This design comes from an exercise in tuning for small area, a short achievable clock period and few clock cycles per item on the open sky130 flow, not from production work. Function was checked by simulation only, so behaviour that the tests miss may differ from the original. No activity file was given, so power comes from the tool's default toggle rates.

## trial 19
==> flow/design.v <==
module alu_mdu #(
  parameter int unsigned WIDTH = 32,
  parameter int unsigned SHW   = 5
) (
  input  logic             clk,
  input  logic             rst_n,
  input  logic [WIDTH-1:0] busA,
  input  logic [WIDTH-1:0] busB,
  input  logic [4:0]       ALUctr,
  input  logic [SHW-1:0]   shamt,
  input  logic             start,
  output logic [WIDTH-1:0] Result,
  output logic             Zero,
  output logic             busy,
  output logic             done,
  output logic [WIDTH-1:0] hi,
  output logic [WIDTH-1:0] lo
);
  localparam logic [4:0] OpAdd   = 5'b00000;
  localparam logic [4:0] OpSub   = 5'b00001;
  localparam logic [4:0] OpSlt   = 5'b00010;
  localparam logic [4:0] OpAnd   = 5'b00011;
  localparam logic [4:0] OpNor   = 5'b00100;
  localparam logic [4:0] OpOr    = 5'b00101;
  localparam logic [4:0] OpXor   = 5'b00110;
  localparam logic [4:0] OpSll   = 5'b00111;
  localparam logic [4:0] OpSrl   = 5'b01000;
  localparam logic [4:0] OpSltu  = 5'b01001;
  localparam logic [4:0] OpSllv  = 5'b01100;
  localparam logic [4:0] OpSra   = 5'b01101;
  localparam logic [4:0] OpSrav  = 5'b01110;
  localparam logic [4:0] OpSrlv  = 5'b01111;
  localparam logic [4:0] OpLui   = 5'b10000;
  localparam logic [4:0] OpMult  = 5'b10001;
  localparam logic [4:0] OpMultu = 5'b10010;
  localparam logic [4:0] OpDiv   = 5'b10011;
  localparam logic [4:0] OpDivu  = 5'b10100;
  localparam logic [4:0] OpMfhi  = 5'b10101;
  localparam logic [4:0] OpMflo  = 5'b10110;
  localparam logic [4:0] OpMthi  = 5'b10111;
  localparam logic [4:0] OpMtlo  = 5'b11000;
  logic [31:0] hi_q, lo_q;
  logic        sub;
  logic [31:0] bb, gen, prop, kill, carry;
  logic        cout, slt, sltu;
  assign sub  = ~ALUctr[2] & (ALUctr[0] ^ ALUctr[1]);
  assign bb   = busB ^ {32{sub}};
  assign gen  = busA & bb;
  assign prop = busA ^ bb;
  assign kill = ~(busA | bb);
  logic [31:0] pg [6];
  logic [31:0] pp [6];
  always_comb begin
    pg[0] = gen;
    pp[0] = prop;
    pg[0][0] = gen[0] | (prop[0] & sub);
    for (int l = 0; l < 5; l++) begin
      pg[l+1] = pg[l];
      pp[l+1] = pp[l];
      for (int k = 0; k < 32; k++) begin
        if ((k >> l) % 2 == 1) begin
          pg[l+1][k] = pg[l][k] | (pp[l][k] & pg[l][((k >> l) << l) - 1]);
          pp[l+1][k] = pp[l][k] & pp[l][((k >> l) << l) - 1];
        end
      end
    end
    carry = {pg[5][30:0], sub};
    cout  = pg[5][31];
  end
  assign slt  = (busA[31] ^ busB[31]) ? busA[31] : (prop[31] ^ carry[31]);
  assign sltu = ~cout;
  logic        sh_left, sh_arith, sh_var, is_lui;
  logic [4:0]  amt;
  logic [31:0] sh_in, sh_out, sh_rev;
  logic [32:0] sh_wide;
  always_comb begin
    is_lui   = (ALUctr == OpLui);
    sh_left  = (ALUctr == OpSll) || (ALUctr == OpSllv) || is_lui;
    sh_arith = (ALUctr == OpSra) || (ALUctr == OpSrav);
    sh_var   = (ALUctr == OpSllv) || (ALUctr == OpSrav) || (ALUctr == OpSrlv);
    amt      = is_lui ? 5'd16 : (sh_var ? busA[4:0] : shamt);
    for (int i = 0; i < 32; i++) sh_in[i] = sh_left ? busB[31-i] : busB[i];
    sh_wide  = $signed({sh_arith & busB[31], sh_in}) >>> amt;
    sh_out   = sh_wide[31:0];
    for (int i = 0; i < 32; i++) sh_rev[i] = sh_out[31-i];
  end
  logic t_g, t_p, t_k, t_c, s_slt, s_sltu, s_shr, s_shl, s_hi, s_lo, z_add;
  logic [31:0] xo;
  always_comb begin
    t_g = (ALUctr == OpAnd) || (ALUctr == OpOr);
    t_p = (ALUctr == OpAdd) || (ALUctr == OpSub) || (ALUctr == OpOr) || (ALUctr == OpXor);
    t_k = (ALUctr == OpNor);
    t_c = (ALUctr == OpAdd) || (ALUctr == OpSub);
    s_slt  = (ALUctr == OpSlt);
    s_sltu = (ALUctr == OpSltu);
    s_shl  = sh_left;
    s_shr  = (ALUctr == OpSrl) || (ALUctr == OpSrlv) || sh_arith;
    s_hi   = (ALUctr == OpMfhi);
    s_lo   = (ALUctr == OpMflo);
    xo     = ((gen & {32{t_g}}) | (prop & {32{t_p}}) | (kill & {32{t_k}}))
           | (sh_out & {32{s_shr}}) | (sh_rev & {32{s_shl}})
           | (hi_q & {32{s_hi}}) | (lo_q & {32{s_lo}});
    Result = (xo ^ (carry & {32{t_c}})) | {31'b0, (slt & s_slt) | (sltu & s_sltu)};
    z_add  = &(prop ~^ {busA[30:0] | bb[30:0], sub});
    Zero   = t_c    ? z_add :
             s_slt  ? ~slt :
             s_sltu ? ~sltu : ~|xo;
  end
  logic        busy_q, done_q;
  logic        st_mul, st_dnorm, st_div, st_fix;   
  logic [32:0] d_q;         
  logic        bprev_q;     
  logic        sgn_q;       
  logic        negq_q, negr_q;
  logic [1:0]  mcnt_q;      
  logic        m5_q;        
  logic [1:0]  mr_q;        
  logic [3:0]  dcnt_q;      
  logic accept, acc_mul, acc_div, acc_signed;
  assign accept     = start & ~busy_q;
  assign acc_mul    = accept & ((ALUctr == OpMult) | (ALUctr == OpMultu));
  assign acc_div    = accept & ((ALUctr == OpDiv) | (ALUctr == OpDivu));
  assign acc_signed = (ALUctr == OpMult) | (ALUctr == OpDiv);
  logic [8:0]  bx;
  logic [40:0] msum;
  logic [35:0] ppr [4];
  logic [3:0]  pneg;
  logic        mlast;         
  always_comb begin
    bx = m5_q ? {8'b0, bprev_q} : {lo_q[7:0], bprev_q};
    for (int i = 0; i < 4; i++) begin
      logic one, two;
      one     = bx[2*i] ^ bx[2*i+1];
      two     = (bx[2*i+2] & ~bx[2*i+1] & ~bx[2*i]) | (~bx[2*i+2] & bx[2*i+1] & bx[2*i]);
      pneg[i] = bx[2*i+2] & ~(bx[2*i+1] & bx[2*i]);
      for (int j = 0; j < 34; j++)
        ppr[i][j] = ((one & d_q[j < 33 ? j : 32]) | (two & (j > 0 ? d_q[j-1] : 1'b0))) ^ pneg[i];
      ppr[i][35:34] = {2{ppr[i][33]}};
    end
    msum = {{9{hi_q[31]}}, hi_q}
         + {{5{ppr[0][35]}}, ppr[0]}
         + {{3{ppr[1][35]}}, ppr[1], 2'b0}
         + {{1{ppr[2][35]}}, ppr[2], 4'b0}
         + {ppr[3][34:0], 6'b0}
         + {34'b0, pneg[3], 1'b0, pneg[2], 1'b0, pneg[1], 1'b0, pneg[0]};
    mlast = m5_q || mr_q[0] || (mcnt_q == 2'd3 && !(~sgn_q & lo_q[7]));
  end
  function automatic logic [5:0] lzc32(input logic [31:0] x);
    lzc32 = 6'd32;
    for (int i = 0; i < 32; i++) if (x[i]) lzc32 = 6'd31 - i[5:0];
  endfunction
  logic [31:0] hi_neg, lo_neg, a_abs, b_abs;
  logic [32:0] d_sh;
  logic [5:0]  lza, lzb;
  logic [6:0]  sdiff;
  logic [4:0]  sodd;
  logic [33:0] t1, t2;
  logic [31:0] r1, r2;
  logic        q1, q2;
  always_comb begin
    hi_neg = -hi_q;
    lo_neg = -lo_q;
    a_abs  = (sgn_q & hi_q[31]) ? hi_neg : hi_q;
    b_abs  = (sgn_q & lo_q[31]) ? lo_neg : lo_q;
    lza    = lzc32(a_abs);
    lzb    = lzc32(b_abs);
    sdiff  = {1'b0, lzb} - {1'b0, lza};
    sodd   = sdiff[4:0] | 5'd1;    
    d_sh   = {1'b0, b_abs} << sodd;
    t1     = {2'b0, hi_q} - {1'b0, d_q};
    q1     = ~t1[33];
    r1     = q1 ? t1[31:0] : hi_q;
    t2     = {2'b0, r1} - {2'b0, d_q[32:1]};
    q2     = ~t2[33];
    r2     = q2 ? t2[31:0] : r1;
  end
  always_ff @(posedge clk) begin
    if (!rst_n) begin
      busy_q   <= 1'b0;
      done_q   <= 1'b0;
      st_mul   <= 1'b0;
      st_dnorm <= 1'b0;
      st_div   <= 1'b0;
      st_fix   <= 1'b0;
      hi_q     <= '0;
      lo_q     <= '0;
    end else begin
      done_q <= 1'b0;
      if (!busy_q) begin
        if (acc_mul) begin
          busy_q <= 1'b1;
          st_mul <= 1'b1;
          hi_q   <= '0;
          lo_q   <= busB;
        end else if (acc_div) begin
          busy_q   <= 1'b1;
          st_dnorm <= 1'b1;
          hi_q     <= busA;
          lo_q     <= busB;
        end else if (start && ALUctr == OpMthi) begin
          hi_q <= busA;
        end else if (start && ALUctr == OpMtlo) begin
          lo_q <= busA;
        end
      end
      if (st_mul) begin
        if (m5_q) begin
          hi_q <= msum[31:0];
        end else if (mr_q[0]) begin
          {hi_q, lo_q} <= {{15{msum[40]}}, msum, lo_q[31:24]};
        end else begin
          hi_q <= msum[39:8];
          lo_q <= {msum[7:0], lo_q[31:8]};
        end
        if (mlast) begin
          st_mul <= 1'b0;
          busy_q <= 1'b0;
          done_q <= 1'b1;
        end
      end
      if (st_dnorm) begin
        st_dnorm <= 1'b0;
        if (lo_q == '0) begin
          lo_q   <= '1;
          busy_q <= 1'b0;
          done_q <= 1'b1;
        end else if (sdiff[6]) begin
          lo_q   <= '0;
          busy_q <= 1'b0;
          done_q <= 1'b1;
        end else begin
          hi_q   <= a_abs;
          lo_q   <= '0;
          st_div <= 1'b1;
        end
      end
      if (st_div) begin
        hi_q <= r2;
        lo_q <= {lo_q[29:0], q1, q2};
        if (dcnt_q == '0) begin
          st_div <= 1'b0;
          if (negq_q | negr_q) begin
            st_fix <= 1'b1;
          end else begin
            busy_q <= 1'b0;
            done_q <= 1'b1;
          end
        end
      end
      if (st_fix) begin
        if (negr_q) hi_q <= hi_neg;
        if (negq_q) lo_q <= lo_neg;
        st_fix <= 1'b0;
        busy_q <= 1'b0;
        done_q <= 1'b1;
      end
    end
  end
  always_ff @(posedge clk) begin
    if (!busy_q) begin
      d_q     <= {acc_signed & busA[31], busA};
      sgn_q   <= acc_signed;
      bprev_q <= 1'b0;
      mcnt_q  <= '0;
      m5_q    <= 1'b0;
      mr_q    <= {busB[31:15] == {17{acc_signed & busB[31]}}, 1'b0};
    end
    if (st_mul) begin
      bprev_q <= lo_q[7];
      mcnt_q  <= mcnt_q + 2'd1;
      m5_q    <= (mcnt_q == 2'd3);
      mr_q    <= {1'b0, mr_q[1]};
    end
    if (st_dnorm) begin
      d_q    <= d_sh;
      dcnt_q <= sodd[4:1];
      negr_q <= sgn_q & hi_q[31];
      negq_q <= sgn_q & (hi_q[31] ^ lo_q[31]);
    end
    if (st_div) begin
      d_q    <= d_q >> 2;
      dcnt_q <= dcnt_q - 4'd1;
    end
  end
  assign busy = busy_q;
  assign done = done_q;
  assign hi   = hi_q;
  assign lo   = lo_q;
endmodule
clock: 10.0 ns
lec_check: 0
abc_area: 1
cap_margin: 30
core_margin: 2
core_utilization: 40
setup_slack_margin: 3.0
slew_margin: 20
run.sh (not shown) runs the stock make flow with config.mk's settings and CLKGATE_MAP_FILE= SYNTH_SCRIPT=/design/flow/synth_recipe.tcl, a recipe that flattens the netlist after the stock synthesis.
Testbench counts of trial 19, summed over its fixed seeds: cycles 1,580, ops 320.
What trial 92 does differently from trial 19 at the input level:
--- a/flow/design.v
+++ b/flow/design.v
@@ -113,9 +113,8 @@
   logic        sgn_q;       
   logic        negq_q, negr_q;
   logic [1:0]  mcnt_q;      
   logic        m5_q;        
-  logic [1:0]  mr_q;        
   logic [3:0]  dcnt_q;      
   logic accept, acc_mul, acc_div, acc_signed;
   assign accept     = start & ~busy_q;
   assign acc_mul    = accept & ((ALUctr == OpMult) | (ALUctr == OpMultu));
@@ -142,9 +141,9 @@
          + {{3{ppr[1][35]}}, ppr[1], 2'b0}
          + {{1{ppr[2][35]}}, ppr[2], 4'b0}
          + {ppr[3][34:0], 6'b0}
          + {34'b0, pneg[3], 1'b0, pneg[2], 1'b0, pneg[1], 1'b0, pneg[0]};
-    mlast = m5_q || mr_q[0] || (mcnt_q == 2'd3 && !(~sgn_q & lo_q[7]));
+    mlast = m5_q || (mcnt_q == 2'd3 && !(~sgn_q & lo_q[7]));
   end
   function automatic logic [5:0] lzc32(input logic [31:0] x);
     lzc32 = 6'd32;
     for (int i = 0; i < 32; i++) if (x[i]) lzc32 = 6'd31 - i[5:0];
@@ -205,10 +204,8 @@
       end
       if (st_mul) begin
         if (m5_q) begin
           hi_q <= msum[31:0];
-        end else if (mr_q[0]) begin
-          {hi_q, lo_q} <= {{15{msum[40]}}, msum, lo_q[31:24]};
         end else begin
           hi_q <= msum[39:8];
           lo_q <= {msum[7:0], lo_q[31:8]};
         end
@@ -262,15 +259,13 @@
       sgn_q   <= acc_signed;
       bprev_q <= 1'b0;
       mcnt_q  <= '0;
       m5_q    <= 1'b0;
-      mr_q    <= {busB[31:15] == {17{acc_signed & busB[31]}}, 1'b0};
     end
     if (st_mul) begin
       bprev_q <= lo_q[7];
       mcnt_q  <= mcnt_q + 2'd1;
       m5_q    <= (mcnt_q == 2'd3);
-      mr_q    <= {1'b0, mr_q[1]};
     end
     if (st_dnorm) begin
       d_q    <= d_sh;
       dcnt_q <= sodd[4:1];
Having completed the whole flow, trial 92 delivered a layout that passed the timing, DRC and antenna checks. Compared with trial 19, in trial 92 maximum number of pins on one net before global-route repair increased 11; global-route usage -7.1 points; initial antenna violation count moved down; sequential share of layout area grew by 0.21 points; area of all placed cells without fillers went down. Trial 92 vs trial 19: number of combinational gates with multiple inputs down in trial 92. Summary of trial 92 over trial 19: post-synthesis instance total lost 138; number of antenna diodes lost 2. [compare] base=trial 19 new=trial 92: layout overhead on the synthesized area fell by 3.0 points, die area fell by about 2%, area after synthesis down 2.0%, routed length per instance -13%.
Testbench counts of trial 92, summed over its fixed seeds: cycles 1,670, ops 320.

* * *

RTL: the design.v shown in full above, as it stands there.
==> flow/config.mk <==
export PLATFORM = sky130hd
export DESIGN_NAME = alu_mdu
export DESIGN_NICKNAME = alu_mdu
export VERILOG_FILES = /design/flow/design.v
export SDC_FILE = /design/flow/constraint.sdc
export NUM_CORES = 4
export LEC_CHECK = 0
export ABC_AREA = 1
export CAP_MARGIN = 30
export CORE_MARGIN = 2
export CORE_UTILIZATION = 40
export SETUP_SLACK_MARGIN = 2.5
export SLEW_MARGIN = 20
export TNS_END_PERCENT = 0
==> flow/constraint.sdc <==
create_clock -name core_clock -period 10.0 [get_ports {clk}]
set_input_delay 2.0000 -clock core_clock [delete_from_list [all_inputs] [get_ports {clk}]]
set_output_delay 2.0000 -clock core_clock [all_outputs]
set_load 0.01 [all_outputs]
Testbench counts at the start, summed over its fixed seeds: cycles 1,580, ops 320.
Edit:
--- a/flow/design.v
+++ b/flow/design.v
@@ -109,5 +109,5 @@
   logic        busy_q, done_q;
   logic        st_mul, st_dnorm, st_div, st_fix;   
-  logic [32:0] d_q;         
+  logic [33:0] d_q;         
   logic        bprev_q;     
   logic        sgn_q;       
@@ -151,11 +151,12 @@
   endfunction
   logic [31:0] hi_neg, lo_neg, a_abs, b_abs;
-  logic [32:0] d_sh;
+  logic [33:0] d_sh;
   logic [5:0]  lza, lzb;
   logic [6:0]  sdiff;
-  logic [4:0]  sodd;
-  logic [33:0] t1, t2;
-  logic [31:0] r1, r2;
-  logic        q1, q2;
+  logic [1:0]  pad;         
+  logic [4:0]  ncyc;
+  logic [34:0] t1, t2, t3;
+  logic [31:0] r1, r2, r3;
+  logic        q1, q2, q3;
   always_comb begin
     hi_neg = -hi_q;
@@ -166,12 +167,21 @@
     lzb    = lzc32(b_abs);
     sdiff  = {1'b0, lzb} - {1'b0, lza};
-    sodd   = sdiff[4:0] | 5'd1;    
-    d_sh   = {1'b0, b_abs} << sodd;
-    t1     = {2'b0, hi_q} - {1'b0, d_q};
-    q1     = ~t1[33];
+    ncyc   = 5'd0;
+    pad    = 2'd2;
+    for (int i = 0; i < 32; i++)
+      if (sdiff[4:0] == i[4:0]) begin
+        ncyc = 5'(i / 3);
+        pad  = 2'(2 - i % 3);
+      end
+    d_sh   = ({2'b0, b_abs} << sdiff[4:0]) << pad;
+    t1     = {3'b0, hi_q} - {1'b0, d_q};
+    q1     = ~t1[34];
     r1     = q1 ? t1[31:0] : hi_q;
-    t2     = {2'b0, r1} - {2'b0, d_q[32:1]};
-    q2     = ~t2[33];
+    t2     = {3'b0, r1} - {2'b0, d_q[33:1]};
+    q2     = ~t2[34];
     r2     = q2 ? t2[31:0] : r1;
+    t3     = {3'b0, r2} - {3'b0, d_q[33:2]};
+    q3     = ~t3[34];
+    r3     = q3 ? t3[31:0] : r2;
   end
   always_ff @(posedge clk) begin
@@ -236,6 +246,6 @@
       end
       if (st_div) begin
-        hi_q <= r2;
-        lo_q <= {lo_q[29:0], q1, q2};
+        hi_q <= r3;
+        lo_q <= {lo_q[28:0], q1, q2, q3};
         if (dcnt_q == '0) begin
           st_div <= 1'b0;
@@ -259,5 +269,5 @@
   always_ff @(posedge clk) begin
     if (!busy_q) begin
-      d_q     <= {acc_signed & busA[31], busA};
+      d_q     <= {{2{acc_signed & busA[31]}}, busA};
       sgn_q   <= acc_signed;
       bprev_q <= 1'b0;
@@ -274,10 +284,10 @@
     if (st_dnorm) begin
       d_q    <= d_sh;
-      dcnt_q <= sodd[4:1];
+      dcnt_q <= ncyc[3:0];
       negr_q <= sgn_q & hi_q[31];
       negq_q <= sgn_q & (hi_q[31] ^ lo_q[31]);
     end
     if (st_div) begin
-      d_q    <= d_q >> 2;
+      d_q    <= d_q >> 3;
       dcnt_q <= dcnt_q - 4'd1;
     end
Synthesized area went up by 17%.
Final area rose by 23%.
Global-route usage rises by 3.1 points.
Cell count rose by 24%.
Sequential share of layout area came out lower by 1.5 points.
Clock power went up by 11%.
Wire length rose by 27%.
Flip-flop and latch count rose by 1.
Clock-buffer cell count drops by 1.
Maximum frequency is higher by 2.8%.
Synthesized cell count rose by 22%.
Die area is higher by 17%.
Worst setup slack is better by 0.21 ns.
Testbench counts after the change, summed over its fixed seeds: cycles 1,432, ops 320.

[re-timing with driven ports]
The results above use ideal ports. As a check the final layouts listed here were re-extracted and re-timed, cells and wires unchanged. Step 1, drivers: a clkbuf_16 drives clk and a buf_2 each remaining input, both assumed. Step 2 moves the port delays by t, midway between the first and last clock arrival at a register: inputs arrive t later, outputs are due t later. That takes back most of the time a late clock gives input paths. Slacks: ideal ports / drivers / drivers and shift; pairs: ideal ports / drivers.
run | shift t [ns] | setup WS [ns] | worst setup path after step 2 | worst slew at a driven data input, ns
trial 19 | 0.558 | 1.992 / 1.965 / 1.965 | input to output | 0.07
trial 92 | 0.514 | 2.030 / 1.969 / 1.969 | input to output | 0.06
the first run of note 2 | 0.546 | 2.080 / 2.033 / 2.033 | input to output | 0.06
the second run of note 2 | 0.569 | 2.293 / 2.252 / 2.252 | input to output | 0.06
After both steps setup and hold are still met in every run listed. The setup slack of trial 92, which loses most, moves by -0.061 ns with the drivers and by -0.061 ns with both steps.
